This is an optimization exercise on Yosys and OpenROAD, whose aim is small area, a short achievable clock period and few clock cycles, not a production implementation. In this exercise RTL edits were held to simulation tests only and were not proved equivalent to the original. Power is estimated from default activity; no workload was simulated.

File: config.mk
export PLATFORM = sky130hd
export DESIGN_NAME = search_top
export DESIGN_NICKNAME = search_top
export VERILOG_FILES = /design/flow/design.v
export SDC_FILE = /design/flow/constraint.sdc
export NUM_CORES = 4
export LEC_CHECK = 0
export CAP_MARGIN = 20
export CORE_MARGIN = 2
export CORE_UTILIZATION = 60
export CTS_CLUSTER_DIAMETER = 150
export CTS_CLUSTER_SIZE = 25
export SLEW_MARGIN = 20
File: constraint.sdc
create_clock -name core_clock -period 14.0 [get_ports {clk_100mhz}]
set_input_delay 2.8000 -clock core_clock [delete_from_list [all_inputs] [get_ports {clk_100mhz}]]
set_output_delay 2.8000 -clock core_clock [all_outputs]
set_load 0.01 [all_outputs]
File: design.v
package search_pkg;
  typedef logic [15:0] coord_t;
  typedef logic [15:0] vertex_id_t;
  typedef logic [39:0] dist_t;
  typedef logic [7:0] k_t;
  typedef logic [1:0] op_t;
  localparam op_t op_query = 2'd0;
  localparam op_t op_vertex = 2'd1;
  localparam op_t op_end = 2'd2;
endpackage
module sq_tree (
  input  logic [15:0] y,
  input  logic        neg,
  output logic [31:0] s,
  output logic [31:0] c
);
  logic pp_0_1;
  logic pp_0_2;
  logic pp_0_3;
  logic pp_0_4;
  logic pp_0_5;
  logic pp_0_6;
  logic pp_0_7;
  logic pp_0_8;
  logic pp_0_9;
  logic pp_0_10;
  logic pp_0_11;
  logic pp_0_12;
  logic pp_0_13;
  logic pp_0_14;
  logic pp_0_15;
  logic pp_1_2;
  logic pp_1_3;
  logic pp_1_4;
  logic pp_1_5;
  logic pp_1_6;
  logic pp_1_7;
  logic pp_1_8;
  logic pp_1_9;
  logic pp_1_10;
  logic pp_1_11;
  logic pp_1_12;
  logic pp_1_13;
  logic pp_1_14;
  logic pp_1_15;
  logic pp_2_3;
  logic pp_2_4;
  logic pp_2_5;
  logic pp_2_6;
  logic pp_2_7;
  logic pp_2_8;
  logic pp_2_9;
  logic pp_2_10;
  logic pp_2_11;
  logic pp_2_12;
  logic pp_2_13;
  logic pp_2_14;
  logic pp_2_15;
  logic pp_3_4;
  logic pp_3_5;
  logic pp_3_6;
  logic pp_3_7;
  logic pp_3_8;
  logic pp_3_9;
  logic pp_3_10;
  logic pp_3_11;
  logic pp_3_12;
  logic pp_3_13;
  logic pp_3_14;
  logic pp_3_15;
  logic pp_4_5;
  logic pp_4_6;
  logic pp_4_7;
  logic pp_4_8;
  logic pp_4_9;
  logic pp_4_10;
  logic pp_4_11;
  logic pp_4_12;
  logic pp_4_13;
  logic pp_4_14;
  logic pp_4_15;
  logic pp_5_6;
  logic pp_5_7;
  logic pp_5_8;
  logic pp_5_9;
  logic pp_5_10;
  logic pp_5_11;
  logic pp_5_12;
  logic pp_5_13;
  logic pp_5_14;
  logic pp_5_15;
  logic pp_6_7;
  logic pp_6_8;
  logic pp_6_9;
  logic pp_6_10;
  logic pp_6_11;
  logic pp_6_12;
  logic pp_6_13;
  logic pp_6_14;
  logic pp_6_15;
  logic pp_7_8;
  logic pp_7_9;
  logic pp_7_10;
  logic pp_7_11;
  logic pp_7_12;
  logic pp_7_13;
  logic pp_7_14;
  logic pp_7_15;
  logic pp_8_9;
  logic pp_8_10;
  logic pp_8_11;
  logic pp_8_12;
  logic pp_8_13;
  logic pp_8_14;
  logic pp_8_15;
  logic pp_9_10;
  logic pp_9_11;
  logic pp_9_12;
  logic pp_9_13;
  logic pp_9_14;
  logic pp_9_15;
  logic pp_10_11;
  logic pp_10_12;
  logic pp_10_13;
  logic pp_10_14;
  logic pp_10_15;
  logic pp_11_12;
  logic pp_11_13;
  logic pp_11_14;
  logic pp_11_15;
  logic pp_12_13;
  logic pp_12_14;
  logic pp_12_15;
  logic pp_13_14;
  logic pp_13_15;
  logic pp_14_15;
  logic ny_0;
  logic ny_1;
  logic ny_2;
  logic ny_3;
  logic ny_4;
  logic ny_5;
  logic ny_6;
  logic ny_7;
  logic ny_8;
  logic ny_9;
  logic ny_10;
  logic ny_11;
  logic ny_12;
  logic ny_13;
  logic ny_14;
  logic ny_15;
  logic hs0;
  logic hc0;
  logic hs1;
  logic hc1;
  logic hs2;
  logic hc2;
  logic fs3;
  logic fc3;
  logic hs4;
  logic hc4;
  logic fs5;
  logic fc5;
  logic hs6;
  logic hc6;
  logic fs7;
  logic fc7;
  logic fs8;
  logic fc8;
  logic hs9;
  logic hc9;
  logic fs10;
  logic fc10;
  logic fs11;
  logic fc11;
  logic hs12;
  logic hc12;
  logic fs13;
  logic fc13;
  logic fs14;
  logic fc14;
  logic fs15;
  logic fc15;
  logic fs16;
  logic fc16;
  logic fs17;
  logic fc17;
  logic hs18;
  logic hc18;
  logic fs19;
  logic fc19;
  logic fs20;
  logic fc20;
  logic hs21;
  logic hc21;
  logic fs22;
  logic fc22;
  logic hs23;
  logic hc23;
  logic fs24;
  logic fc24;
  logic hs25;
  logic hc25;
  logic hs26;
  logic hc26;
  logic hs27;
  logic hc27;
  logic hs28;
  logic hc28;
  logic hs29;
  logic hc29;
  logic fs30;
  logic fc30;
  logic hs31;
  logic hc31;
  logic fs32;
  logic fc32;
  logic hs33;
  logic hc33;
  logic fs34;
  logic fc34;
  logic fs35;
  logic fc35;
  logic fs36;
  logic fc36;
  logic fs37;
  logic fc37;
  logic fs38;
  logic fc38;
  logic fs39;
  logic fc39;
  logic fs40;
  logic fc40;
  logic fs41;
  logic fc41;
  logic fs42;
  logic fc42;
  logic fs43;
  logic fc43;
  logic fs44;
  logic fc44;
  logic fs45;
  logic fc45;
  logic fs46;
  logic fc46;
  logic fs47;
  logic fc47;
  logic fs48;
  logic fc48;
  logic fs49;
  logic fc49;
  logic fs50;
  logic fc50;
  logic fs51;
  logic fc51;
  logic fs52;
  logic fc52;
  logic fs53;
  logic fc53;
  logic fs54;
  logic fc54;
  logic fs55;
  logic fc55;
  logic fs56;
  logic fc56;
  logic fs57;
  logic fc57;
  logic fs58;
  logic fc58;
  logic fs59;
  logic fc59;
  logic fs60;
  logic fc60;
  logic hs61;
  logic hc61;
  logic fs62;
  logic fc62;
  logic hs63;
  logic hc63;
  logic hs64;
  logic hc64;
  logic hs65;
  logic hc65;
  logic hs66;
  logic hc66;
  logic hs67;
  logic hc67;
  logic fs68;
  logic fc68;
  logic fs69;
  logic fc69;
  logic fs70;
  logic fc70;
  logic fs71;
  logic fc71;
  logic fs72;
  logic fc72;
  logic fs73;
  logic fc73;
  logic fs74;
  logic fc74;
  logic fs75;
  logic fc75;
  logic fs76;
  logic fc76;
  logic fs77;
  logic fc77;
  logic fs78;
  logic fc78;
  logic fs79;
  logic fc79;
  logic fs80;
  logic fc80;
  logic fs81;
  logic fc81;
  logic fs82;
  logic fc82;
  logic fs83;
  logic fc83;
  logic fs84;
  logic fc84;
  logic fs85;
  logic fc85;
  logic fs86;
  logic fc86;
  logic fs87;
  logic fc87;
  logic fs88;
  logic fc88;
  logic hs89;
  logic hc89;
  logic hs90;
  logic hc90;
  logic hs91;
  logic hc91;
  logic hs92;
  logic hc92;
  logic fs93;
  logic fc93;
  logic fs94;
  logic fc94;
  logic fs95;
  logic fc95;
  logic fs96;
  logic fc96;
  logic fs97;
  logic fc97;
  logic fs98;
  logic fc98;
  logic fs99;
  logic fc99;
  logic fs100;
  logic fc100;
  logic fs101;
  logic fc101;
  logic fs102;
  logic fc102;
  logic fs103;
  logic fc103;
  logic fs104;
  logic fc104;
  logic fs105;
  logic fc105;
  logic fs106;
  logic fc106;
  logic fs107;
  logic fc107;
  logic fs108;
  logic fc108;
  logic fs109;
  logic fc109;
  logic fs110;
  logic fc110;
  logic fs111;
  logic fc111;
  logic fs112;
  logic fc112;
  logic fs113;
  logic fc113;
  logic fs114;
  logic fc114;
  logic fs115;
  logic fc115;
  logic fs116;
  logic fc116;
  logic fs117;
  logic fc117;
  logic hs118;
  logic hc118;
  logic hs119;
  logic hc119;
  assign pp_0_1 = y[0] & y[1];
  assign pp_0_2 = y[0] & y[2];
  assign pp_0_3 = y[0] & y[3];
  assign pp_0_4 = y[0] & y[4];
  assign pp_0_5 = y[0] & y[5];
  assign pp_0_6 = y[0] & y[6];
  assign pp_0_7 = y[0] & y[7];
  assign pp_0_8 = y[0] & y[8];
  assign pp_0_9 = y[0] & y[9];
  assign pp_0_10 = y[0] & y[10];
  assign pp_0_11 = y[0] & y[11];
  assign pp_0_12 = y[0] & y[12];
  assign pp_0_13 = y[0] & y[13];
  assign pp_0_14 = y[0] & y[14];
  assign pp_0_15 = y[0] & y[15];
  assign pp_1_2 = y[1] & y[2];
  assign pp_1_3 = y[1] & y[3];
  assign pp_1_4 = y[1] & y[4];
  assign pp_1_5 = y[1] & y[5];
  assign pp_1_6 = y[1] & y[6];
  assign pp_1_7 = y[1] & y[7];
  assign pp_1_8 = y[1] & y[8];
  assign pp_1_9 = y[1] & y[9];
  assign pp_1_10 = y[1] & y[10];
  assign pp_1_11 = y[1] & y[11];
  assign pp_1_12 = y[1] & y[12];
  assign pp_1_13 = y[1] & y[13];
  assign pp_1_14 = y[1] & y[14];
  assign pp_1_15 = y[1] & y[15];
  assign pp_2_3 = y[2] & y[3];
  assign pp_2_4 = y[2] & y[4];
  assign pp_2_5 = y[2] & y[5];
  assign pp_2_6 = y[2] & y[6];
  assign pp_2_7 = y[2] & y[7];
  assign pp_2_8 = y[2] & y[8];
  assign pp_2_9 = y[2] & y[9];
  assign pp_2_10 = y[2] & y[10];
  assign pp_2_11 = y[2] & y[11];
  assign pp_2_12 = y[2] & y[12];
  assign pp_2_13 = y[2] & y[13];
  assign pp_2_14 = y[2] & y[14];
  assign pp_2_15 = y[2] & y[15];
  assign pp_3_4 = y[3] & y[4];
  assign pp_3_5 = y[3] & y[5];
  assign pp_3_6 = y[3] & y[6];
  assign pp_3_7 = y[3] & y[7];
  assign pp_3_8 = y[3] & y[8];
  assign pp_3_9 = y[3] & y[9];
  assign pp_3_10 = y[3] & y[10];
  assign pp_3_11 = y[3] & y[11];
  assign pp_3_12 = y[3] & y[12];
  assign pp_3_13 = y[3] & y[13];
  assign pp_3_14 = y[3] & y[14];
  assign pp_3_15 = y[3] & y[15];
  assign pp_4_5 = y[4] & y[5];
  assign pp_4_6 = y[4] & y[6];
  assign pp_4_7 = y[4] & y[7];
  assign pp_4_8 = y[4] & y[8];
  assign pp_4_9 = y[4] & y[9];
  assign pp_4_10 = y[4] & y[10];
  assign pp_4_11 = y[4] & y[11];
  assign pp_4_12 = y[4] & y[12];
  assign pp_4_13 = y[4] & y[13];
  assign pp_4_14 = y[4] & y[14];
  assign pp_4_15 = y[4] & y[15];
  assign pp_5_6 = y[5] & y[6];
  assign pp_5_7 = y[5] & y[7];
  assign pp_5_8 = y[5] & y[8];
  assign pp_5_9 = y[5] & y[9];
  assign pp_5_10 = y[5] & y[10];
  assign pp_5_11 = y[5] & y[11];
  assign pp_5_12 = y[5] & y[12];
  assign pp_5_13 = y[5] & y[13];
  assign pp_5_14 = y[5] & y[14];
  assign pp_5_15 = y[5] & y[15];
  assign pp_6_7 = y[6] & y[7];
  assign pp_6_8 = y[6] & y[8];
  assign pp_6_9 = y[6] & y[9];
  assign pp_6_10 = y[6] & y[10];
  assign pp_6_11 = y[6] & y[11];
  assign pp_6_12 = y[6] & y[12];
  assign pp_6_13 = y[6] & y[13];
  assign pp_6_14 = y[6] & y[14];
  assign pp_6_15 = y[6] & y[15];
  assign pp_7_8 = y[7] & y[8];
  assign pp_7_9 = y[7] & y[9];
  assign pp_7_10 = y[7] & y[10];
  assign pp_7_11 = y[7] & y[11];
  assign pp_7_12 = y[7] & y[12];
  assign pp_7_13 = y[7] & y[13];
  assign pp_7_14 = y[7] & y[14];
  assign pp_7_15 = y[7] & y[15];
  assign pp_8_9 = y[8] & y[9];
  assign pp_8_10 = y[8] & y[10];
  assign pp_8_11 = y[8] & y[11];
  assign pp_8_12 = y[8] & y[12];
  assign pp_8_13 = y[8] & y[13];
  assign pp_8_14 = y[8] & y[14];
  assign pp_8_15 = y[8] & y[15];
  assign pp_9_10 = y[9] & y[10];
  assign pp_9_11 = y[9] & y[11];
  assign pp_9_12 = y[9] & y[12];
  assign pp_9_13 = y[9] & y[13];
  assign pp_9_14 = y[9] & y[14];
  assign pp_9_15 = y[9] & y[15];
  assign pp_10_11 = y[10] & y[11];
  assign pp_10_12 = y[10] & y[12];
  assign pp_10_13 = y[10] & y[13];
  assign pp_10_14 = y[10] & y[14];
  assign pp_10_15 = y[10] & y[15];
  assign pp_11_12 = y[11] & y[12];
  assign pp_11_13 = y[11] & y[13];
  assign pp_11_14 = y[11] & y[14];
  assign pp_11_15 = y[11] & y[15];
  assign pp_12_13 = y[12] & y[13];
  assign pp_12_14 = y[12] & y[14];
  assign pp_12_15 = y[12] & y[15];
  assign pp_13_14 = y[13] & y[14];
  assign pp_13_15 = y[13] & y[15];
  assign pp_14_15 = y[14] & y[15];
  assign ny_0 = y[0] & neg;
  assign ny_1 = y[1] & neg;
  assign ny_2 = y[2] & neg;
  assign ny_3 = y[3] & neg;
  assign ny_4 = y[4] & neg;
  assign ny_5 = y[5] & neg;
  assign ny_6 = y[6] & neg;
  assign ny_7 = y[7] & neg;
  assign ny_8 = y[8] & neg;
  assign ny_9 = y[9] & neg;
  assign ny_10 = y[10] & neg;
  assign ny_11 = y[11] & neg;
  assign ny_12 = y[12] & neg;
  assign ny_13 = y[13] & neg;
  assign ny_14 = y[14] & neg;
  assign ny_15 = y[15] & neg;
  assign hs0 = pp_0_15 ^ pp_1_14;
  assign hc0 = pp_0_15 & pp_1_14;
  assign hs1 = pp_0_9 ^ pp_1_8;
  assign hc1 = pp_0_9 & pp_1_8;
  assign hs2 = pp_0_10 ^ pp_1_9;
  assign hc2 = pp_0_10 & pp_1_9;
  assign fs3 = pp_0_11 ^ pp_1_10 ^ pp_2_9;
  assign fc3 = (pp_0_11 & pp_1_10) | (pp_0_11 & pp_2_9) | (pp_1_10 & pp_2_9);
  assign hs4 = pp_3_8 ^ pp_4_7;
  assign hc4 = pp_3_8 & pp_4_7;
  assign fs5 = pp_0_12 ^ pp_1_11 ^ pp_2_10;
  assign fc5 = (pp_0_12 & pp_1_11) | (pp_0_12 & pp_2_10) | (pp_1_11 & pp_2_10);
  assign hs6 = pp_3_9 ^ pp_4_8;
  assign hc6 = pp_3_9 & pp_4_8;
  assign fs7 = pp_0_13 ^ pp_1_12 ^ pp_2_11;
  assign fc7 = (pp_0_13 & pp_1_12) | (pp_0_13 & pp_2_11) | (pp_1_12 & pp_2_11);
  assign fs8 = pp_3_10 ^ pp_4_9 ^ pp_5_8;
  assign fc8 = (pp_3_10 & pp_4_9) | (pp_3_10 & pp_5_8) | (pp_4_9 & pp_5_8);
  assign hs9 = pp_6_7 ^ y[7];
  assign hc9 = pp_6_7 & y[7];
  assign fs10 = pp_0_14 ^ pp_1_13 ^ pp_2_12;
  assign fc10 = (pp_0_14 & pp_1_13) | (pp_0_14 & pp_2_12) | (pp_1_13 & pp_2_12);
  assign fs11 = pp_3_11 ^ pp_4_10 ^ pp_5_9;
  assign fc11 = (pp_3_11 & pp_4_10) | (pp_3_11 & pp_5_9) | (pp_4_10 & pp_5_9);
  assign hs12 = pp_6_8 ^ ny_14;
  assign hc12 = pp_6_8 & ny_14;
  assign fs13 = hs0 ^ pp_2_13 ^ pp_3_12;
  assign fc13 = (hs0 & pp_2_13) | (hs0 & pp_3_12) | (pp_2_13 & pp_3_12);
  assign fs14 = pp_4_11 ^ pp_5_10 ^ pp_6_9;
  assign fc14 = (pp_4_11 & pp_5_10) | (pp_4_11 & pp_6_9) | (pp_5_10 & pp_6_9);
  assign fs15 = pp_7_8 ^ y[8] ^ ny_15;
  assign fc15 = (pp_7_8 & y[8]) | (pp_7_8 & ny_15) | (y[8] & ny_15);
  assign fs16 = pp_1_15 ^ pp_2_14 ^ pp_3_13;
  assign fc16 = (pp_1_15 & pp_2_14) | (pp_1_15 & pp_3_13) | (pp_2_14 & pp_3_13);
  assign fs17 = pp_4_12 ^ pp_5_11 ^ pp_6_10;
  assign fc17 = (pp_4_12 & pp_5_11) | (pp_4_12 & pp_6_10) | (pp_5_11 & pp_6_10);
  assign hs18 = pp_7_9 ^ hc0;
  assign hc18 = pp_7_9 & hc0;
  assign fs19 = pp_2_15 ^ pp_3_14 ^ pp_4_13;
  assign fc19 = (pp_2_15 & pp_3_14) | (pp_2_15 & pp_4_13) | (pp_3_14 & pp_4_13);
  assign fs20 = pp_5_12 ^ pp_6_11 ^ pp_7_10;
  assign fc20 = (pp_5_12 & pp_6_11) | (pp_5_12 & pp_7_10) | (pp_6_11 & pp_7_10);
  assign hs21 = pp_8_9 ^ y[9];
  assign hc21 = pp_8_9 & y[9];
  assign fs22 = pp_3_15 ^ pp_4_14 ^ pp_5_13;
  assign fc22 = (pp_3_15 & pp_4_14) | (pp_3_15 & pp_5_13) | (pp_4_14 & pp_5_13);
  assign hs23 = pp_6_12 ^ pp_7_11;
  assign hc23 = pp_6_12 & pp_7_11;
  assign fs24 = pp_4_15 ^ pp_5_14 ^ pp_6_13;
  assign fc24 = (pp_4_15 & pp_5_14) | (pp_4_15 & pp_6_13) | (pp_5_14 & pp_6_13);
  assign hs25 = pp_7_12 ^ pp_8_11;
  assign hc25 = pp_7_12 & pp_8_11;
  assign hs26 = pp_5_15 ^ pp_6_14;
  assign hc26 = pp_5_15 & pp_6_14;
  assign hs27 = pp_6_15 ^ pp_7_14;
  assign hc27 = pp_6_15 & pp_7_14;
  assign hs28 = pp_0_5 ^ pp_1_4;
  assign hc28 = pp_0_5 & pp_1_4;
  assign hs29 = pp_0_6 ^ pp_1_5;
  assign hc29 = pp_0_6 & pp_1_5;
  assign fs30 = pp_0_7 ^ pp_1_6 ^ pp_2_5;
  assign fc30 = (pp_0_7 & pp_1_6) | (pp_0_7 & pp_2_5) | (pp_1_6 & pp_2_5);
  assign hs31 = pp_3_4 ^ y[4];
  assign hc31 = pp_3_4 & y[4];
  assign fs32 = pp_0_8 ^ pp_1_7 ^ pp_2_6;
  assign fc32 = (pp_0_8 & pp_1_7) | (pp_0_8 & pp_2_6) | (pp_1_7 & pp_2_6);
  assign hs33 = pp_3_5 ^ ny_8;
  assign hc33 = pp_3_5 & ny_8;
  assign fs34 = hs1 ^ pp_2_7 ^ pp_3_6;
  assign fc34 = (hs1 & pp_2_7) | (hs1 & pp_3_6) | (pp_2_7 & pp_3_6);
  assign fs35 = pp_4_5 ^ y[5] ^ ny_9;
  assign fc35 = (pp_4_5 & y[5]) | (pp_4_5 & ny_9) | (y[5] & ny_9);
  assign fs36 = hs2 ^ pp_2_8 ^ pp_3_7;
  assign fc36 = (hs2 & pp_2_8) | (hs2 & pp_3_7) | (pp_2_8 & pp_3_7);
  assign fs37 = pp_4_6 ^ ny_10 ^ hc1;
  assign fc37 = (pp_4_6 & ny_10) | (pp_4_6 & hc1) | (ny_10 & hc1);
  assign fs38 = fs3 ^ hs4 ^ pp_5_6;
  assign fc38 = (fs3 & hs4) | (fs3 & pp_5_6) | (hs4 & pp_5_6);
  assign fs39 = y[6] ^ ny_11 ^ hc2;
  assign fc39 = (y[6] & ny_11) | (y[6] & hc2) | (ny_11 & hc2);
  assign fs40 = fs5 ^ hs6 ^ pp_5_7;
  assign fc40 = (fs5 & hs6) | (fs5 & pp_5_7) | (hs6 & pp_5_7);
  assign fs41 = ny_12 ^ fc3 ^ hc4;
  assign fc41 = (ny_12 & fc3) | (ny_12 & hc4) | (fc3 & hc4);
  assign fs42 = fs7 ^ fs8 ^ hs9;
  assign fc42 = (fs7 & fs8) | (fs7 & hs9) | (fs8 & hs9);
  assign fs43 = ny_13 ^ fc5 ^ hc6;
  assign fc43 = (ny_13 & fc5) | (ny_13 & hc6) | (fc5 & hc6);
  assign fs44 = fs10 ^ fs11 ^ hs12;
  assign fc44 = (fs10 & fs11) | (fs10 & hs12) | (fs11 & hs12);
  assign fs45 = fc7 ^ fc8 ^ hc9;
  assign fc45 = (fc7 & fc8) | (fc7 & hc9) | (fc8 & hc9);
  assign fs46 = fs13 ^ fs14 ^ fs15;
  assign fc46 = (fs13 & fs14) | (fs13 & fs15) | (fs14 & fs15);
  assign fs47 = fc10 ^ fc11 ^ hc12;
  assign fc47 = (fc10 & fc11) | (fc10 & hc12) | (fc11 & hc12);
  assign fs48 = fs16 ^ fs17 ^ hs18;
  assign fc48 = (fs16 & fs17) | (fs16 & hs18) | (fs17 & hs18);
  assign fs49 = fc13 ^ fc14 ^ fc15;
  assign fc49 = (fc13 & fc14) | (fc13 & fc15) | (fc14 & fc15);
  assign fs50 = fs19 ^ fs20 ^ hs21;
  assign fc50 = (fs19 & fs20) | (fs19 & hs21) | (fs20 & hs21);
  assign fs51 = fc16 ^ fc17 ^ hc18;
  assign fc51 = (fc16 & fc17) | (fc16 & hc18) | (fc17 & hc18);
  assign fs52 = fs22 ^ hs23 ^ pp_8_10;
  assign fc52 = (fs22 & hs23) | (fs22 & pp_8_10) | (hs23 & pp_8_10);
  assign fs53 = fc19 ^ fc20 ^ hc21;
  assign fc53 = (fc19 & fc20) | (fc19 & hc21) | (fc20 & hc21);
  assign fs54 = fs24 ^ hs25 ^ pp_9_10;
  assign fc54 = (fs24 & hs25) | (fs24 & pp_9_10) | (hs25 & pp_9_10);
  assign fs55 = y[10] ^ fc22 ^ hc23;
  assign fc55 = (y[10] & fc22) | (y[10] & hc23) | (fc22 & hc23);
  assign fs56 = hs26 ^ pp_7_13 ^ pp_8_12;
  assign fc56 = (hs26 & pp_7_13) | (hs26 & pp_8_12) | (pp_7_13 & pp_8_12);
  assign fs57 = pp_9_11 ^ fc24 ^ hc25;
  assign fc57 = (pp_9_11 & fc24) | (pp_9_11 & hc25) | (fc24 & hc25);
  assign fs58 = hs27 ^ pp_8_13 ^ pp_9_12;
  assign fc58 = (hs27 & pp_8_13) | (hs27 & pp_9_12) | (pp_8_13 & pp_9_12);
  assign fs59 = pp_10_11 ^ y[11] ^ hc26;
  assign fc59 = (pp_10_11 & y[11]) | (pp_10_11 & hc26) | (y[11] & hc26);
  assign fs60 = pp_7_15 ^ pp_8_14 ^ pp_9_13;
  assign fc60 = (pp_7_15 & pp_8_14) | (pp_7_15 & pp_9_13) | (pp_8_14 & pp_9_13);
  assign hs61 = pp_10_12 ^ hc27;
  assign hc61 = pp_10_12 & hc27;
  assign fs62 = pp_8_15 ^ pp_9_14 ^ pp_10_13;
  assign fc62 = (pp_8_15 & pp_9_14) | (pp_8_15 & pp_10_13) | (pp_9_14 & pp_10_13);
  assign hs63 = pp_11_12 ^ y[12];
  assign hc63 = pp_11_12 & y[12];
  assign hs64 = pp_9_15 ^ pp_10_14;
  assign hc64 = pp_9_15 & pp_10_14;
  assign hs65 = pp_10_15 ^ pp_11_14;
  assign hc65 = pp_10_15 & pp_11_14;
  assign hs66 = pp_0_3 ^ pp_1_2;
  assign hc66 = pp_0_3 & pp_1_2;
  assign hs67 = pp_0_4 ^ pp_1_3;
  assign hc67 = pp_0_4 & pp_1_3;
  assign fs68 = hs28 ^ pp_2_3 ^ y[3];
  assign fc68 = (hs28 & pp_2_3) | (hs28 & y[3]) | (pp_2_3 & y[3]);
  assign fs69 = hs29 ^ pp_2_4 ^ ny_6;
  assign fc69 = (hs29 & pp_2_4) | (hs29 & ny_6) | (pp_2_4 & ny_6);
  assign fs70 = fs30 ^ hs31 ^ ny_7;
  assign fc70 = (fs30 & hs31) | (fs30 & ny_7) | (hs31 & ny_7);
  assign fs71 = fs32 ^ hs33 ^ fc30;
  assign fc71 = (fs32 & hs33) | (fs32 & fc30) | (hs33 & fc30);
  assign fs72 = fs34 ^ fs35 ^ fc32;
  assign fc72 = (fs34 & fs35) | (fs34 & fc32) | (fs35 & fc32);
  assign fs73 = fs36 ^ fs37 ^ fc34;
  assign fc73 = (fs36 & fs37) | (fs36 & fc34) | (fs37 & fc34);
  assign fs74 = fs38 ^ fs39 ^ fc36;
  assign fc74 = (fs38 & fs39) | (fs38 & fc36) | (fs39 & fc36);
  assign fs75 = fs40 ^ fs41 ^ fc38;
  assign fc75 = (fs40 & fs41) | (fs40 & fc38) | (fs41 & fc38);
  assign fs76 = fs42 ^ fs43 ^ fc40;
  assign fc76 = (fs42 & fs43) | (fs42 & fc40) | (fs43 & fc40);
  assign fs77 = fs44 ^ fs45 ^ fc42;
  assign fc77 = (fs44 & fs45) | (fs44 & fc42) | (fs45 & fc42);
  assign fs78 = fs46 ^ fs47 ^ fc44;
  assign fc78 = (fs46 & fs47) | (fs46 & fc44) | (fs47 & fc44);
  assign fs79 = fs48 ^ fs49 ^ fc46;
  assign fc79 = (fs48 & fs49) | (fs48 & fc46) | (fs49 & fc46);
  assign fs80 = fs50 ^ fs51 ^ fc48;
  assign fc80 = (fs50 & fs51) | (fs50 & fc48) | (fs51 & fc48);
  assign fs81 = fs52 ^ fs53 ^ fc50;
  assign fc81 = (fs52 & fs53) | (fs52 & fc50) | (fs53 & fc50);
  assign fs82 = fs54 ^ fs55 ^ fc52;
  assign fc82 = (fs54 & fs55) | (fs54 & fc52) | (fs55 & fc52);
  assign fs83 = fs56 ^ fs57 ^ fc54;
  assign fc83 = (fs56 & fs57) | (fs56 & fc54) | (fs57 & fc54);
  assign fs84 = fs58 ^ fs59 ^ fc56;
  assign fc84 = (fs58 & fs59) | (fs58 & fc56) | (fs59 & fc56);
  assign fs85 = fs60 ^ hs61 ^ fc58;
  assign fc85 = (fs60 & hs61) | (fs60 & fc58) | (hs61 & fc58);
  assign fs86 = fs62 ^ hs63 ^ fc60;
  assign fc86 = (fs62 & hs63) | (fs62 & fc60) | (hs63 & fc60);
  assign fs87 = hs64 ^ pp_11_13 ^ fc62;
  assign fc87 = (hs64 & pp_11_13) | (hs64 & fc62) | (pp_11_13 & fc62);
  assign fs88 = hs65 ^ pp_12_13 ^ y[13];
  assign fc88 = (hs65 & pp_12_13) | (hs65 & y[13]) | (pp_12_13 & y[13]);
  assign hs89 = pp_11_15 ^ pp_12_14;
  assign hc89 = pp_11_15 & pp_12_14;
  assign hs90 = pp_12_15 ^ pp_13_14;
  assign hc90 = pp_12_15 & pp_13_14;
  assign hs91 = pp_0_1 ^ y[1];
  assign hc91 = pp_0_1 & y[1];
  assign hs92 = pp_0_2 ^ ny_2;
  assign hc92 = pp_0_2 & ny_2;
  assign fs93 = hs66 ^ y[2] ^ ny_3;
  assign fc93 = (hs66 & y[2]) | (hs66 & ny_3) | (y[2] & ny_3);
  assign fs94 = hs67 ^ ny_4 ^ hc66;
  assign fc94 = (hs67 & ny_4) | (hs67 & hc66) | (ny_4 & hc66);
  assign fs95 = fs68 ^ ny_5 ^ hc67;
  assign fc95 = (fs68 & ny_5) | (fs68 & hc67) | (ny_5 & hc67);
  assign fs96 = fs69 ^ hc28 ^ fc68;
  assign fc96 = (fs69 & hc28) | (fs69 & fc68) | (hc28 & fc68);
  assign fs97 = fs70 ^ hc29 ^ fc69;
  assign fc97 = (fs70 & hc29) | (fs70 & fc69) | (hc29 & fc69);
  assign fs98 = fs71 ^ hc31 ^ fc70;
  assign fc98 = (fs71 & hc31) | (fs71 & fc70) | (hc31 & fc70);
  assign fs99 = fs72 ^ hc33 ^ fc71;
  assign fc99 = (fs72 & hc33) | (fs72 & fc71) | (hc33 & fc71);
  assign fs100 = fs73 ^ fc35 ^ fc72;
  assign fc100 = (fs73 & fc35) | (fs73 & fc72) | (fc35 & fc72);
  assign fs101 = fs74 ^ fc37 ^ fc73;
  assign fc101 = (fs74 & fc37) | (fs74 & fc73) | (fc37 & fc73);
  assign fs102 = fs75 ^ fc39 ^ fc74;
  assign fc102 = (fs75 & fc39) | (fs75 & fc74) | (fc39 & fc74);
  assign fs103 = fs76 ^ fc41 ^ fc75;
  assign fc103 = (fs76 & fc41) | (fs76 & fc75) | (fc41 & fc75);
  assign fs104 = fs77 ^ fc43 ^ fc76;
  assign fc104 = (fs77 & fc43) | (fs77 & fc76) | (fc43 & fc76);
  assign fs105 = fs78 ^ fc45 ^ fc77;
  assign fc105 = (fs78 & fc45) | (fs78 & fc77) | (fc45 & fc77);
  assign fs106 = fs79 ^ fc47 ^ fc78;
  assign fc106 = (fs79 & fc47) | (fs79 & fc78) | (fc47 & fc78);
  assign fs107 = fs80 ^ fc49 ^ fc79;
  assign fc107 = (fs80 & fc49) | (fs80 & fc79) | (fc49 & fc79);
  assign fs108 = fs81 ^ fc51 ^ fc80;
  assign fc108 = (fs81 & fc51) | (fs81 & fc80) | (fc51 & fc80);
  assign fs109 = fs82 ^ fc53 ^ fc81;
  assign fc109 = (fs82 & fc53) | (fs82 & fc81) | (fc53 & fc81);
  assign fs110 = fs83 ^ fc55 ^ fc82;
  assign fc110 = (fs83 & fc55) | (fs83 & fc82) | (fc55 & fc82);
  assign fs111 = fs84 ^ fc57 ^ fc83;
  assign fc111 = (fs84 & fc57) | (fs84 & fc83) | (fc57 & fc83);
  assign fs112 = fs85 ^ fc59 ^ fc84;
  assign fc112 = (fs85 & fc59) | (fs85 & fc84) | (fc59 & fc84);
  assign fs113 = fs86 ^ hc61 ^ fc85;
  assign fc113 = (fs86 & hc61) | (fs86 & fc85) | (hc61 & fc85);
  assign fs114 = fs87 ^ hc63 ^ fc86;
  assign fc114 = (fs87 & hc63) | (fs87 & fc86) | (hc63 & fc86);
  assign fs115 = fs88 ^ hc64 ^ fc87;
  assign fc115 = (fs88 & hc64) | (fs88 & fc87) | (hc64 & fc87);
  assign fs116 = hs89 ^ hc65 ^ fc88;
  assign fc116 = (hs89 & hc65) | (hs89 & fc88) | (hc65 & fc88);
  assign fs117 = hs90 ^ y[14] ^ hc89;
  assign fc117 = (hs90 & y[14]) | (hs90 & hc89) | (y[14] & hc89);
  assign hs118 = pp_13_15 ^ hc90;
  assign hc118 = pp_13_15 & hc90;
  assign hs119 = pp_14_15 ^ y[15];
  assign hc119 = pp_14_15 & y[15];
  assign s = {hc119, hs119, hs118, fs117, fs116, fs115, fs114, fs113, fs112, fs111, fs110, fs109, fs108, fs107, fs106, fs105, fs104, fs103, fs102, fs101, fs100, fs99, fs98, fs97, fs96, fs95, fs94, fs93, hs92, hs91, ny_0, y[0]};
  assign c = {1'b0, hc118, fc117, fc116, fc115, fc114, fc113, fc112, fc111, fc110, fc109, fc108, fc107, fc106, fc105, fc104, fc103, fc102, fc101, fc100, fc99, fc98, fc97, fc96, fc95, fc94, fc93, hc92, hc91, ny_1, 1'b0, neg};
endmodule
`timescale 1ns/1ps
module search_top
#(
  parameter int DIM = 4,
  parameter int PQ_LENGTH = 5,
  parameter int IN_DEPTH = 4,
  parameter int OUT_CREDITS = 2
) (
  input  logic                   clk_100mhz,
  input  logic                   sys_rst,
  input  logic                   in_valid,
  input  logic [1:0]             in_op,
  input  logic [$clog2(DIM)-1:0] in_index,
  input  logic [15:0]            in_data,
  input  logic [15:0]            in_id,
  output logic                   in_credit,
  output logic                   res_valid,
  output logic [15:0]            res_id,
  output logic [39:0]            res_dist,
  output logic                   res_last,
  input  logic                   out_credit
);
  localparam int DW = 35;    
  localparam int NQ = PQ_LENGTH;
  logic in_q, in_c, in_e;
  assign in_q = in_valid && (in_op == 2'd0);
  assign in_c = in_valid && (in_op == 2'd1);
  assign in_e = in_valid && (in_op == 2'd2);
  logic       busy;       
  logic       cq;         
  logic [2:0] owed;       
  logic [3:0] nfree;      
  logic       withhold;
  logic       credit_d;
  logic       r_e, d_e, s_e, pe, drain_on;
  logic [2:0] owed_inc, owed_dec;
  logic [3:0] nfree_inc;
  logic       nfree_full;
  assign owed_inc   = owed + 3'd1;
  assign owed_dec   = owed - 3'd1;
  assign nfree_inc  = nfree + 4'd1;
  assign nfree_full = (nfree > 4'd3 + 4'(owed));
  assign busy     = r_e || d_e || s_e || pe || drain_on;
  assign withhold = busy && nfree_full && (in_c || in_e);
  assign credit_d = (in_valid && !withhold) || (!busy && (owed != 3'd0));
  always_ff @(posedge clk_100mhz) begin
    if (sys_rst) begin
      in_credit <= 1'b0;
      owed      <= 3'd0;
      nfree     <= 4'd0;
      cq        <= 1'b0;
    end else begin
      in_credit <= credit_d;
      if (in_valid && withhold) begin
        owed <= owed_inc;
      end else if (!in_valid && !busy && owed != 3'd0) begin
        owed <= owed_dec;
      end
      if (!busy) begin
        nfree <= 4'd0;
      end else if (in_c || in_e) begin
        nfree <= nfree_inc;
      end
      if (in_e) begin
        cq <= 1'b0;
      end else if (in_c && in_index == 2'(DIM - 1)) begin
        cq <= 1'b1;
      end
    end
  end
  logic [15:0] cand_id;
  always_ff @(posedge clk_100mhz) begin
    if (in_c && in_index == 2'(DIM - 1)) begin
      cand_id <= in_id;
    end
  end
  logic        r_q, r_c;
  logic [1:0]  r_idx;
  logic [15:0] r_data;
  always_ff @(posedge clk_100mhz) begin
    if (sys_rst) begin
      r_q <= 1'b0;
      r_c <= 1'b0;
      r_e <= 1'b0;
    end else begin
      r_q <= in_q;
      r_c <= in_c;
      r_e <= in_e && cq;
    end
    r_idx  <= in_index;
    r_data <= in_data;
  end
  logic [15:0] qry [DIM];
  always_ff @(posedge clk_100mhz) begin
    if (r_q) begin
      qry[r_idx] <= r_data;
    end
  end
  logic        d_c, d_first, d_last;
  logic [15:0] d_y;       
  logic        d_neg;     
  logic [16:0] sub;
  logic [15:0] qsel;
  logic [2:0]  k_clamp;
  assign qsel = qry[r_idx];
  assign sub  = {1'b0, r_data} - {1'b0, qsel};
  always_comb begin
    if (r_data[7:0] == 8'd0) begin
      k_clamp = 3'd1;
    end else if (r_data[7:0] > 8'(PQ_LENGTH)) begin
      k_clamp = 3'(PQ_LENGTH);
    end else begin
      k_clamp = r_data[2:0];
    end
  end
  always_ff @(posedge clk_100mhz) begin
    if (sys_rst) begin
      d_c <= 1'b0;
      d_e <= 1'b0;
    end else begin
      d_c <= r_c;
      d_e <= r_e;
    end
    d_first <= (r_idx == 2'd0);
    d_last  <= (r_idx == 2'(DIM - 1));
    d_y     <= sub[15:0] ^ {16{sub[16]}};
    d_neg   <= sub[16];
  end
  logic [31:0] sq_s, sq_c;
  logic [31:0] s_s, s_cy;
  logic        s_c, s_first, s_last;
  sq_tree sq0 (
    .y(d_y),
    .neg(d_neg),
    .s(sq_s),
    .c(sq_c)
  );
  always_ff @(posedge clk_100mhz) begin
    if (sys_rst) begin
      s_c <= 1'b0;
      s_e <= 1'b0;
    end else begin
      s_c <= d_c;
      s_e <= d_e;
    end
    s_first <= d_first;
    s_last  <= d_last;
    s_s     <= sq_s;
    s_cy    <= sq_c;
  end
  logic [DW-1:0] acc;
  logic          a_done;    
  logic          take;      
  logic [DW-1:0] acc_in, csa_x, csa_y;
  assign acc_in = s_first ? DW'(0) : acc;
  assign csa_x  = acc_in ^ DW'(s_s) ^ DW'(s_cy);
  assign csa_y  = ((acc_in & DW'(s_s)) | (acc_in & DW'(s_cy)) | (DW'(s_s) & DW'(s_cy))) << 1;
  always_ff @(posedge clk_100mhz) begin
    if (s_c) begin
      acc <= csa_x + csa_y;
    end
  end
  always_ff @(posedge clk_100mhz) begin
    if (sys_rst) begin
      a_done <= 1'b0;
    end else begin
      a_done <= (s_c && s_last) || (a_done && !take);
    end
  end
  logic [DW-1:0] n_d;
  logic [15:0]   n_id;
  logic          n_valid;
  logic [1:0]    n_ph;      
  logic          n_c2, n_r1, n_r2;    
  logic [2:0]    n_p;       
  logic          ins;
  logic          step;
  logic          beat;
  logic          last_beat;
  logic [DW-1:0] q_d  [NQ];
  logic [15:0]   q_id [NQ];
  logic [2:0]    q_rk [NQ];
  logic [2:0]    q_cnt;
  logic [2:0]    sel_rk;    
  logic [NQ-1:0] sel_hit;
  logic [DW-1:0] sel_d;
  logic [15:0]   sel_id;
  logic          r_le;
  logic [2:0]    dr_j;      
  logic [2:0]    dr_j1;     
  assign take = a_done && (!n_valid || ins) && !pe;
  assign step = n_valid && (n_ph != 2'd3) && !drain_on;
  assign ins  = n_valid && (n_ph == 2'd3) && !drain_on;
  always_comb begin
    if (drain_on) begin
      sel_rk = dr_j1;
    end else begin
      case (n_ph)
        2'd0:    sel_rk = 3'd2;
        2'd1:    sel_rk = n_c2 ? 3'd3 : 3'd1;
        default: sel_rk = n_c2 ? 3'd4 : 3'd0;
      endcase
    end
    sel_d  = '0;
    sel_id = '0;
    for (int i = 0; i < NQ; i++) begin
      sel_hit[i] = (q_rk[i] == sel_rk);
      sel_d  = sel_d  | (q_d[i]  & {DW{sel_hit[i]}});
      sel_id = sel_id | (q_id[i] & {16{sel_hit[i]}});
    end
    r_le = (sel_rk < q_cnt) && (sel_d <= n_d);
    case ({n_c2, n_r1})
      2'b00:   n_p = n_r2 ? 3'd1 : 3'd0;
      2'b01:   n_p = 3'd2;
      2'b10:   n_p = 3'd3;
      default: n_p = n_r2 ? 3'd5 : 3'd4;
    endcase
  end
  always_ff @(posedge clk_100mhz) begin
    if (take) begin
      n_d  <= acc;
      n_id <= cand_id;
    end
  end
  always_ff @(posedge clk_100mhz) begin
    if (sys_rst) begin
      n_valid <= 1'b0;
      n_ph    <= 2'd0;
      n_c2    <= 1'b0;
      n_r1    <= 1'b0;
      n_r2    <= 1'b0;
    end else begin
      n_valid <= take || (n_valid && !ins);
      if (take || ins || last_beat) begin
        n_ph <= 2'd0;
      end else if (step) begin
        n_ph <= n_ph + 2'd1;
      end
      if (step && n_ph == 2'd0) begin
        n_c2 <= r_le;
      end
      if (step && n_ph == 2'd1) begin
        n_r1 <= r_le;
      end
      if (step && n_ph == 2'd2) begin
        n_r2 <= r_le;
      end
    end
  end
  logic [2:0]    top_rk;    
  logic [NQ-1:0] wr;
  logic          ins_take;
  assign top_rk   = (q_cnt == 3'(NQ)) ? 3'(NQ - 1) : q_cnt;
  assign ins_take = ins && (n_p != 3'(NQ));
  always_comb begin
    for (int i = 0; i < NQ; i++) begin
      wr[i] = ins_take && (q_rk[i] == top_rk);
    end
  end
  always_ff @(posedge clk_100mhz) begin
    for (int i = 0; i < NQ; i++) begin
      if (wr[i]) begin
        q_d[i]  <= n_d;
        q_id[i] <= n_id;
      end
    end
  end
  always_ff @(posedge clk_100mhz) begin
    if (sys_rst) begin
      for (int i = 0; i < NQ; i++) begin
        q_rk[i] <= 3'(i);
      end
      q_cnt <= 3'd0;
    end else begin
      if (last_beat) begin
        q_cnt <= 3'd0;
      end else if (ins_take && q_cnt != 3'(NQ)) begin
        q_cnt <= q_cnt + 3'd1;
      end
      if (ins_take) begin
        for (int i = 0; i < NQ; i++) begin
          if (wr[i]) begin
            q_rk[i] <= n_p;
          end else if (q_rk[i] >= n_p && q_rk[i] < top_rk) begin
            q_rk[i] <= q_rk[i] + 3'd1;
          end
        end
      end
    end
  end
  logic [DW-1:0] h_d;
  logic [15:0]   h_id;
  always_ff @(posedge clk_100mhz) begin
    if (beat) begin
      h_d  <= sel_d;
      h_id <= sel_id;
    end else if (ins_take && n_p == 3'd0) begin
      h_d  <= n_d;
      h_id <= n_id;
    end
  end
  logic [2:0] pe_k;
  logic [2:0] dr_left;    
  logic [1:0] cred;       
  logic [2:0] dr_nxt;
  logic [1:0] cred_nxt;
  logic       start;
  assign beat      = res_valid;
  assign last_beat = res_valid && res_last;
  assign start     = pe && !drain_on && (!n_valid || ins);
  always_ff @(posedge clk_100mhz) begin
    if (sys_rst) begin
      pe <= 1'b0;
    end else begin
      pe <= s_e || (pe && !start);
    end
    if (r_e) begin
      pe_k <= k_clamp;
    end
  end
  always_comb begin
    cred_nxt = cred - 2'(beat) + 2'(out_credit);
    dr_nxt   = dr_left;
    if (last_beat) begin
      dr_nxt = 3'd0;
    end else if (beat) begin
      dr_nxt = dr_left - 3'd1;
    end else if (start) begin
      dr_nxt = pe_k;
    end
  end
  logic [2:0] j_nxt;
  logic [2:0] cnt_nxt;
  always_comb begin
    j_nxt = dr_j;
    if (last_beat) begin
      j_nxt = 3'd0;
    end else if (beat) begin
      j_nxt = dr_j + 3'd1;
    end
    cnt_nxt = q_cnt;
    if (last_beat) begin
      cnt_nxt = 3'd0;
    end else if (ins_take && q_cnt != 3'(NQ)) begin
      cnt_nxt = q_cnt + 3'd1;
    end
  end
  always_ff @(posedge clk_100mhz) begin
    if (sys_rst) begin
      dr_j  <= 3'd0;
      dr_j1 <= 3'd1;
    end else begin
      dr_j  <= j_nxt;
      dr_j1 <= j_nxt + 3'd1;
    end
  end
  always_ff @(posedge clk_100mhz) begin
    if (sys_rst) begin
      dr_left   <= 3'd0;
      drain_on  <= 1'b0;
      cred      <= 2'(OUT_CREDITS);
      res_valid <= 1'b0;
    end else begin
      dr_left   <= dr_nxt;
      drain_on  <= (dr_nxt != 3'd0);
      cred      <= cred_nxt;
      res_valid <= (dr_nxt != 3'd0) && (cred_nxt != 2'd0);
    end
    res_last <= (dr_nxt == 3'd1) || (j_nxt + 3'd1 >= cnt_nxt);
  end
  assign res_id   = h_id;
  assign res_dist = {5'd0, h_d};
endmodule
File: flow/run.sh
#!/bin/bash
# Standard layout, with repair_timing aiming for extra setup slack.
set -euo pipefail
bash standard.sh SETUP_SLACK_MARGIN=10 finish > standard.log 2>&1
File: standard.sh
#!/bin/bash
# synth_recipe.tcl (not shown) runs the flow's synth.tcl, then flattens the netlist and writes it again
# the make line also repeats each setting of config.mk as NAME=value (left out here)
make -C /OpenROAD-flow-scripts/flow DESIGN_CONFIG=/design/flow/config.mk WORK_HOME=/design/flow/orfs CLKGATE_MAP_FILE= SYNTH_SCRIPT=/design/flow/synth_recipe.tcl "${@:-finish}"
==> flow_summary.ini, run 1 <==
[status]
status = timing/DRC/antenna clean

[route]
ant_nets = 0
drc = 0
first_pass_iters = 8
routed_wl_mm = 60.5
routed_via_density = 5.78
drt-initial-drc-count = 1393
vias = 17700
wl_per_cell_um = 19.8

[timing]
slew_headroom = 0.295
finalCritPeriodShare = 0.287
max_freq_mhz = 249
fin_crit_ns = 4.01
hold_viol = 0
setup_viol = 0
tightest_slew_ns = 1.06
final_max_slew_viol_count = 0
rsz0062_at_grt = yes
setup_tns_ns = 0
skew_ns = 0.0251

[critical_path]
critPathMaxFanout = 1
start_kind = flop
worstPathRequired_ns = 11.20
crit_type = reg2out
cp_cell_sequence = buf_2
crit_start = h_d[1]
worstReg2RegStart = n_ph[1]
cp_top_family = flip-flops
crit_path_top_delay_cell = edfxtp_1
cp.arrival_ns = 1.21
r2r_slack_ns = 10.14
max_stage_delay_ns = 0.45
end_kind = output pin
crit_buf_inv = 1

[grt]
grt_pass1_wl_mm = 96.8
antenna_found_initial = 0
grt_pass1_vias = 18000
grt_start_max_net_pins = 91
grtUsageTotal = 0.231
overflow = 0

[power_and_ir_drop]
vdd.ir_drop.worst_uv = 150
power_leakage_nw = 12.5
p_per_area_nw_per_um2 = 196

[synth]
yosys-top-cells-area = edfxtp_1 (47%), dfxtp_1 (10%), fa_1 (7.9%)
netlist_instances = 2281
ys.warnings.count = 4
synth.avg_cell_area_um2 = 13.2
synth.distinct_cells = 80
synth_top_area_frac = 0.474
ys_ff_latch = 632
yosysTopAreaCell = edfxtp_1
synth-edff-count = 475
synth_area_um2 = 30100
ys_dominant_reg_cell = edfxtp_1
synth-seq-area-share = 0.578
postSynth.asyncResetShare = 0

[floorplan]
die_w_um = 228
core_area_um2 = 49900
ios = 99
die_h_um = 228
rows = 82
initial_core_util = 0.604
design.die.area_um2 = 52000

[clock_network]
cts_sinks = 632
cts_root_buf = clkbuf_16
ctsHoldBuffers = 0
clockBufferDepth = 3
insertion_delay_ns = 0.60
cts_tree = done
cts_made_buffers = 29
htreeDepth = 1
clk_pin_slew_ns = 0.10

[placed_design]
placement.io_buffers = 93
globalplace.congestion = 0.870
dpl.hpwl_mm = 39.1
dpl.cell_count = 2983

[final_layout]
finalNonFillerCells = 3056
areaGrowthSynthToFinish_pct = 9.24
drive_gt1_frac = 0.0898
nFillCells = 3767
layout.nets = 2691
n_antenna_cell = 0

[run]
cap_viol_max_count = 0

[min_path]
min_from = d_first
hp-class = reg2reg
## what timing repair did
item	in CTS	in global routing
setup buffers	2	12
pin swaps	4	19
endpoints found under the setup margin	89	35
gates resized for setup	247	50
cloned	0	5
## metal layers
| metal | GRT usage | vias up | part of all wire |
|---|---|---|---|
| met2 | 0.395 | 468 | 0.49 |
| met3 | 0.0203 | 87 | 0.046 |
| met4 | 0.0570 | 0 | 0.023 |
| met5 | 0 | - | 0 |
| li1 | - | 8408 | - |
| met1 | 0.324 | 8712 | 0.45 |
## layout by cell type (no fill, tap or decap), types with 7 or more instances in the layout
master	count
a21oi_1	100
and3_1	7
or3_1	9
edfxtp_1	475
dfxtp_1	150
a211oi_1	13
nor3_1	12
xnor2_1	66
inv_1	172
clkdlybuf4s50_1	36
nand4_1	17
a31oi_1	44
mux2i_1	8
nand2_1	129
nor2_1	121
a222oi_1	51
a221oi_1	16
a21o_1	23
buf_2	49
a22oi_1	35
or2_2	9
o21a_1	20
clkbuf_16	33
fa_1	118
clkbuf_1	23
o211ai_1	7
ha_1	168
nand3_1	11
buf_4	28
and2_1	109
nand2b_1	22
nor2b_1	62
o21ai_0	53
xor2_1	21
mux4_2	16
## Yosys cell counts (all sizes together), types with 17 or more instances
| library cell | instances |
|---|---|
| ha | 171 |
| a31oi | 45 |
| a211oi | 20 |
| a22oi | 35 |
| edfxtp | 475 |
| a222oi | 51 |
| clkbuf | 52 |
| xor2 | 21 |
| nand2b | 22 |
| nand2 | 129 |
| fa | 119 |
| o21ai | 60 |
| dfxtp | 157 |
| nor2 | 122 |
| xnor2 | 69 |
| nor2b | 64 |
| a21oi | 101 |
| inv | 180 |
| o21a | 22 |
| a221oi | 17 |
| and2 | 112 |
| buf | 38 |
| nand4 | 17 |
| a21o | 23 |
## path summary, 6_finish.rpt
| path | endpoint | cells after the start |
|---|---|---|
| worst max-delay path | res_dist[1] | 1 |
| worst min-delay path | s_first | 0 |
| worst min register to register | s_first | 0 |
| worst max register to register | n_c2 | 18 |
## cells by family after synthesis
family / count (synthesis) / synth area share
AND/OR/NAND/NOR: 546 / 0.0946
XOR/XNOR: 90 / 0.0262
AO/OA/AOI/OAI: 424 / 0.0987
buffers and inverters: 270 / 0.0358
adder cells (fa/ha/maj): 290 / 0.150
other: 1 / 0.000125
multiplexers: 28 / 0.0165
flip-flops: 632 / 0.578
## registers in the layout (all words and copies together), names as in the netlist, 2 cells and up
name	count
n_id	16
r_data	16
qry	64
h_id	16
n_ph	2
dr_j	3
cand_id	16
q_rk	15
dr_left	3
r_idx	2
cred	2
d_y	16
q_cnt	3
q_d	175
n_d	35
s_cy	30
acc	35
h_d	35
q_id	80
dr_j1	3
pe_k	3
nfree	4
owed	3
s_s	32
## through the flow
| step | utilization | worst slack [ns] | power (mW) | hold WS [ns] | cell area, um2 |
|---|---|---|---|---|---|
| after detailed placement | 0.637 | 9.03 | 5.48 | 0.312 | 31800 |
| after global placement | 0.637 | 9.06 | 5.39 | 0.313 | 31800 |
| after CTS | 0.651 | 9.95 | 6.40 | 0.336 | 32500 |
| after floorplan | - | 9.93 | 4.65 | 0.310 | 30200 |
| after global routing | 0.660 | 9.93 | 7.00 | 0.345 | 32900 |
| final | 0.660 | 9.99 | 6.46 | 0.335 | 32900 |
## where the power goes
group / total [mW] / switching [mW] / internal, mW
clock: 0.946 / 0.546 / 0.400
combinational: 3.05 / 1.73 / 1.32
sequential: 2.47 / 0.169 / 2.30
total: 6.46 / 2.44 / 4.02
## final cells by class
type	instances	area, um2	area share
Clock inverter	2	28.8	0.000875
Sequential cell	632	17400	0.530
Tap cell	672	841	0.0256
Clock buffer	52	812	0.0247
Multi-Input combinational cell	1384	11900	0.362
Timing Repair Buffer	134	1190	0.0361
Inverter	180	679	0.0207
Testbench counts, summed over its fixed seeds: cycles 18,955.
==> run 2, diff against run 1 <==
==> flow/run.sh (replaced) <==
#!/bin/bash
# Standard layout, with repair_timing aiming for extra setup slack and plain
# buffers on the ports.
set -euo pipefail
bash standard.sh SETUP_SLACK_MARGIN=10 "BUFFER_PORTS_ARGS=-buffer_cell sky130_fd_sc_hd__buf_2" finish > standard.log 2>&1
==> run 2 against run 1 <==
Against the previous run: critical path depth stayed put; sequential power hardly changed; clock power hardly changed; critical endpoint is now res_dist[10]; largest cell class unchanged; highest routed layer unchanged.
==> flow_summary.ini, run 2 <==
[synth]
synth_mux_area_frac = 0.0165
synthXorXnorAreaFrac = 0.0262
synth-edff-count = 475
synth_top_area_frac = 0.474
netlist_instances = 2281
synth_top_family_by_area = adder cells
ys_dominant_reg_cell = edfxtp_1
yosysTopAreaCell = edfxtp_1
postSynth.asyncResetShare = 0
ys_ff_latch = 632
synth_most_common_cell = edfxtp_1
synth_compound_area_frac = 0.0987
ys.warnings.count = 4
synth-seq-area-share = 0.578
synth_area_um2 = 30100
synth.distinct_cells = 80
synthSimpleGateAreaFrac = 0.0946
synth.avg_cell_area_um2 = 13.2
synthAdderAreaFrac = 0.150
yosys-top-cells-area = edfxtp_1 (47%), dfxtp_1 (10%), fa_1 (7.9%)
synth_common_cells = edfxtp_1 (475), inv_1 (180), ha_1 (171), dfxtp_1 (157), nand2_1 (129)

[timing]
hold_slack_ns = 0.330
setup_viol = 0
max_freq_mhz = 249
skew_ns = 0.0246
slew_headroom = 0.325
rsz0062_at_grt = yes
fin_crit_ns = 4.01
hold_viol = 0
finalCritPeriodShare = 0.287
setup_tns_ns = 0
final_max_slew_viol_count = 0
tightest_slew_ns = 1.01

[route]
wl_per_cell_um = 19.7
routed_wl_mm = 60.1
drc = 0
routed_via_density = 5.77
drt-initial-drc-count = 1350
ant_nets = 0
vias = 17600
first_pass_iters = 6

[critical_path]
worstReg2RegStart = n_ph[0]
worstPathRequired_ns = 11.20
crit_path_top_delay_cell = edfxtp_1
cp_top_family = flip-flops
cp.arrival_ns = 1.21
cp_cell_sequence = buf_6
end_kind = output pin
r2r_slack_ns = 10.07
ff2ff_path_depth = 19
max_stage_delay_ns = 0.46
r2r-end = n_c2
critPathMaxFanout = 1
crit_buf_inv = 1
start_kind = flop
crit_type = reg2out

[clock_network]
cts_sinks = 632
insertion_delay_ns = 0.60
cts_root_buf = clkbuf_16
htreeDepth = 1
clockBufferDepth = 3
clk_pin_slew_ns = 0.10
cts_made_buffers = 29
ctsHoldBuffers = 0
cts_tree = done

[min_path]
min_to = s_first
hold_depth = 0
hp-class = reg2reg
min_from = d_first

[final_layout]
layout.nets = 2692
reg_top3 = q_d (175), q_id (80), qry (64)
areaGrowthSynthToFinish_pct = 8.45
drive_gt1_frac = 0.107
largest_reg_flops = 175
final_cell_mix = edfxtp_1 (475), inv_1 (172), ha_1 (168), dfxtp_1 (150), nand2_1 (128)
n_antenna_cell = 0
finalNonFillerCells = 3056
final_common_cell = edfxtp_1
largest-register = q_d

[grt]
grt_start_max_net_pins = 89
grt_pass1_wl_mm = 96.9
overflow = 0
grtUsageTotal = 0.232
grt_pass1_vias = 18200
antenna_found_initial = 0

[floorplan]
design.die.area_um2 = 52000
ios = 99
core_area_um2 = 49900
die_w_um = 228
die_h_um = 228
rows = 82
initial_core_util = 0.604

[power_and_ir_drop]
p_per_area_nw_per_um2 = 196
vdd.ir_drop.worst_uv = 147
power_leakage_nw = 12.5

[placed_design]
globalplace.congestion = 0.894
placement.io_buffers = 93
dpl.cell_count = 2982
dpl.hpwl_mm = 39.0

[status]
status = timing/DRC/antenna clean

[run]
cap_viol_max_count = 0
[run 2: cell count changes in the layout (fill, tap and decap cells not counted), sizes merged]
cell and delta:
clkdlybuf4s50 -36, clkdlybuf4s15 -1, clkinv -1, buf +42
dlygate4sd2 -2, dlymetal6s2s -1, clkbuf -1
[run 2: layout make-up]
| type | instances | area (um2) |
|---|---|---|
| clock buffer | 52 | 812 |
| clock inverter | 1 | 20.0 |
| fill | 3709 | 17200 |
| inverter | 180 | 678 |
| multi-input combinational | 1384 | 11900 |
| sequential | 632 | 17400 |
| tap | 672 | 841 |
| timing repair buffer | 135 | 951 |
[run 2: layer usage]
layer | wire [um] | global-route usage | vias to the layer above | share of wire
li1 | - | - | 8395 | -
met1 | 26800 | 0.323 | 8713 | 0.45
met2 | 29300 | 0.398 | 446 | 0.49
met3 | 2770 | 0.0215 | 86 | 0.046
met4 | 1250 | 0.0545 | 0 | 0.021
met5 | 0 | 0 | - | 0
[run 2: kinds of logic after synthesis]
logic type	count (synthesis)
AOI/OAI and AO/OA	424
xor gates and xnor gates	90
adders and majority gates	290
buffers and inverters	270
DFF	632
muxes	28
other	1
and+or+nand+nor	546
[run 2: per-stage QoR]
stage,total power [mW],area (um2),setup slack (ns),util
CTS,6.37,32200,9.95,0.647
detailed placement,5.41,31300,8.99,0.628
global route,6.99,32700,9.88,0.655
global placement,5.32,31300,9.16,0.628
finish,6.41,32700,9.99,0.655
floorplan,4.65,30200,9.93,-
[run 2: power by group]
part | internal [mW] | switching (mW)
Clock | 0.399 | 0.547
Combinational | 1.30 | 1.69
Sequential | 2.30 | 0.169
[run 2: worst max-delay path by stage]
stage	to	start	slack, ns	cells past startpoint
5_1_grt	n_c2	n_ph[0]	9.88	19
2_1_floorplan	owed[2]	in_op[1]	9.93	7
3_3_place_gp	n_r2	n_ph[1]	9.16	18
6_report	res_dist[10]	h_d[10]	9.99	1
4_1_cts	res_dist[4]	h_d[4]	9.95	1
3_5_place_dp	n_r1	n_ph[1]	8.99	18
[run 2: repair_timing]
action	in CTS	in global routing
gates cloned	0	4
pin swaps	4	17
gates resized for setup	23	52
setup buffers	5	12
endpoints found under the setup margin	36	38
==> run 3, diff against run 2 <==
==> flow/run.sh (replaced) <==
#!/bin/bash
# Standard layout, with repair_timing aiming for extra setup slack and plain
# buffers on the ports.
set -euo pipefail
bash standard.sh SETUP_SLACK_MARGIN=10.5 "BUFFER_PORTS_ARGS=-buffer_cell sky130_fd_sc_hd__buf_2" finish > standard.log 2>&1
==> run 3 against run 2 <==
Against the previous run: area after synthesis unchanged; final cell count up 1.3%; wire length grew 3.7%; worst hold slack is essentially flat; synthesized cell count unchanged; via count increased by 1.4%; combinational power is 8.3% higher; clock skew up 0.011 ns; first-iteration DRC count fell by 12%; utilization rose by 1.4 points.
==> flow_summary.ini, run 3 <==
[grt]
overflow = 0
grt_pass1_vias = 18000
grt_pass1_wl_mm = 98.2
grt_start_max_net_pins = 94
grtUsageTotal = 0.235
antenna_found_initial = 0

[power_and_ir_drop]
switching_share = 0.380
intPower_mw = 4.15
p_seq_frac = 0.369
clockPowerShare = 0.144
p_sw_mw = 2.54
combPwrFrac = 0.487
power_leakage_nw = 12.8
p_per_area_nw_per_um2 = 200
vdd.ir_drop.worst_uv = 172

[timing]
setup_tns_ns = 0
max_freq_mhz = 248
hold_viol = 0
skew_ns = 0.0360
finalCritPeriodShare = 0.289
setup_viol = 0
final_max_slew_viol_count = 0
tightest_slew_ns = 1.05
slew_headroom = 0.302
hold_slack_ns = 0.330
rsz0062_at_grt = yes
fin_crit_ns = 4.04

[critical_path]
crit_buf_inv = 1
critPathMaxFanout = 1
cp_top_family = flip-flops
crit_path_top_delay_cell = edfxtp_1
worstPathRequired_ns = 11.20
end_kind = output pin
cp.arrival_ns = 1.24
start_kind = flop
crit_type = reg2out
r2r_slack_ns = 10.22
max_stage_delay_ns = 0.46
cp_cell_sequence = buf_6

[synth]
netlist_instances = 2281
synth_top_area_frac = 0.474
synth.distinct_cells = 80
synth_most_common_cell = edfxtp_1
yosys-top-cells-area = edfxtp_1 (47%), dfxtp_1 (10%), fa_1 (7.9%)
synth_common_cells = edfxtp_1 (475), inv_1 (180), ha_1 (171), dfxtp_1 (157), nand2_1 (129)
synth.avg_cell_area_um2 = 13.2
ys.warnings.count = 4
synth-edff-count = 475
ys_ff_latch = 632
synth_area_um2 = 30100
ys_dominant_reg_cell = edfxtp_1
synth-seq-area-share = 0.578
postSynth.asyncResetShare = 0
yosysTopAreaCell = edfxtp_1

[route]
vias = 17900
wl_per_cell_um = 20.1
routed_wl_mm = 62.3
drc = 0
routed_via_density = 5.78
first_pass_iters = 8
ant_nets = 0
drt-initial-drc-count = 1190

[final_layout]
areaGrowthSynthToFinish_pct = 10.8
seqCellArea_um2 = 17400
n_antenna_cell = 0
finalNonFillerCells = 3095
drive_gt1_frac = 0.144
final_cell_mix = edfxtp_1 (475), inv_1 (172), ha_1 (158), dfxtp_1 (148), nand2_1 (127)
largest_reg_flops = 175
largest-register = q_d
multi_input_area_um2 = 12200
nFillCells = 3640
final_common_cell = edfxtp_1
reg_top3 = q_d (175), q_id (80), qry (64)
layout.nets = 2730

[clock_network]
insertion_delay_ns = 0.63
cts_root_buf = clkbuf_16
htreeDepth = 1
clk_pin_slew_ns = 0.09
cts_tree = done
cts_made_buffers = 29
clockBufferDepth = 3
cts_sinks = 632

[floorplan]
core_area_um2 = 49900
ios = 99
die_h_um = 228
initial_core_util = 0.604
die_w_um = 228
design.die.area_um2 = 52000
rows = 82

[placed_design]
globalplace.congestion = 0.860
dpl.cell_count = 2982
placement.io_buffers = 93
dpl.hpwl_mm = 38.8

[min_path]
hp-class = reg2reg

[status]
status = timing/DRC/antenna clean

[run]
cap_viol_max_count = 0
## run 3: cell counts after synthesis
No cell type changed its count.
## run 3: final timing paths
kind	cells after the start	startpoint	end
hold / removal	0	d_first	s_first
hold reg to reg	0	d_first	s_first
setup reg to reg	20	n_ph[1]	n_c2
setup / recovery	1	h_d[1]	res_dist[1]
## run 3: final cells by class
| type | instances | share of cell area |
|---|---|---|
| Clock buffer | 52 | 0.0243 |
| Clock inverter | 2 | 0.00120 |
| Timing Repair Buffer | 172 | 0.0414 |
| Multi-Input combinational cell | 1385 | 0.365 |
| Inverter | 180 | 0.0204 |
| Sequential cell | 632 | 0.522 |
| Tap cell | 672 | 0.0252 |
## run 3: layer usage
layer	up-vias	wire, um	track usage
met2	468	31200	0.414
met3	59	2890	0.0193
met1	8889	27300	0.326
met4	0	914	0.0411
met5	-	0	0
li1	8475	-	-
## run 3: repair_timing
action                     CTS  global route
setup endpoints to repair  101           338
resized for setup           67            87
hold endpoints to repair     0             0
setup buffers               28            23
pin swaps                   22            40
hold buffers                 0             0
gates cloned                 2             6
## run 3: cells by family after synthesis
group	share of synthesized area
and+or+nand+nor	0.0946
DFF	0.578
other	0.000125
xor gates and xnor gates	0.0262
adders and majority gates	0.150
buffers and inverters	0.0358
AOI/OAI and AO/OA	0.0987
muxes	0.0165
## run 3: per-stage QoR
stage | utilization | power [mW] | instance area [um2] | setup slack (ns)
2_1_floorplan | - | 4.65 | 30200 | 9.94
5_1_grt | 0.669 | 7.22 | 33400 | 9.92
4_1_cts | 0.655 | 6.52 | 32700 | 9.92
3_5_place_dp | 0.628 | 5.42 | 31300 | 9.18
3_3_place_gp | 0.628 | 5.34 | 31300 | 9.31
6_report | 0.669 | 6.69 | 33400 | 9.96
## run 3: worst register-to-register path: cells and delay by family, from the launching register on
family	cells	cell delay, ns
buf+inv	5	0.68
fa+ha+maj	2	0.47
flops	1	0.37
mux	1	0.28
simple gates	5	0.85
compound gates	6	0.91
xor+xnor	1	0.06
## run 3: power by group through the flow
stage	Clock (mW)	Sequential, mW	Combinational [mW]
floorplan	0	2.44	2.21
global placement	0	2.51	2.83
detailed placement	0	2.52	2.91
CTS	0.994	2.47	3.05
global route	1.06	2.49	3.68
finish	0.966	2.47	3.25

[separate check: timing with driven ports]
The results above use ideal ports. As a check the final layouts listed here were re-extracted and re-timed, cells and wires unchanged. Step 1 assumes that a clkbuf_16 drives the clock port and a buf_2 every other input. Step 2, shift: input delay + t, output delay - t, t = (earliest + latest rising clock arrival at the registers) / 2. This alone moves slack from input paths to output paths. Slacks: ideal ports / drivers / drivers and shift; pairs: ideal ports / drivers.
run | shift t [ns] | setup slack, ns | hold WS [ns] | clock arrival spread, ns | worst slew at a driven data input, ns
run 1 | 0.641 | 9.987 / 9.934 / 9.482 | 0.335 / 0.335 / 0.335 | 0.029 / 0.029 | 0.05
run 2 | 0.643 | 9.987 / 9.930 / 9.610 | 0.330 / 0.330 / 0.330 | 0.027 / 0.026 | 0.04
run 3 | 0.663 | 9.960 / 9.903 / 9.608 | 0.330 / 0.330 / 0.330 | 0.049 / 0.049 | 0.06
After both steps setup and hold are still met in every run listed. For run 1, which loses most, drivers alone change the setup slack by -0.053 ns; drivers and shift together by -0.505 ns.
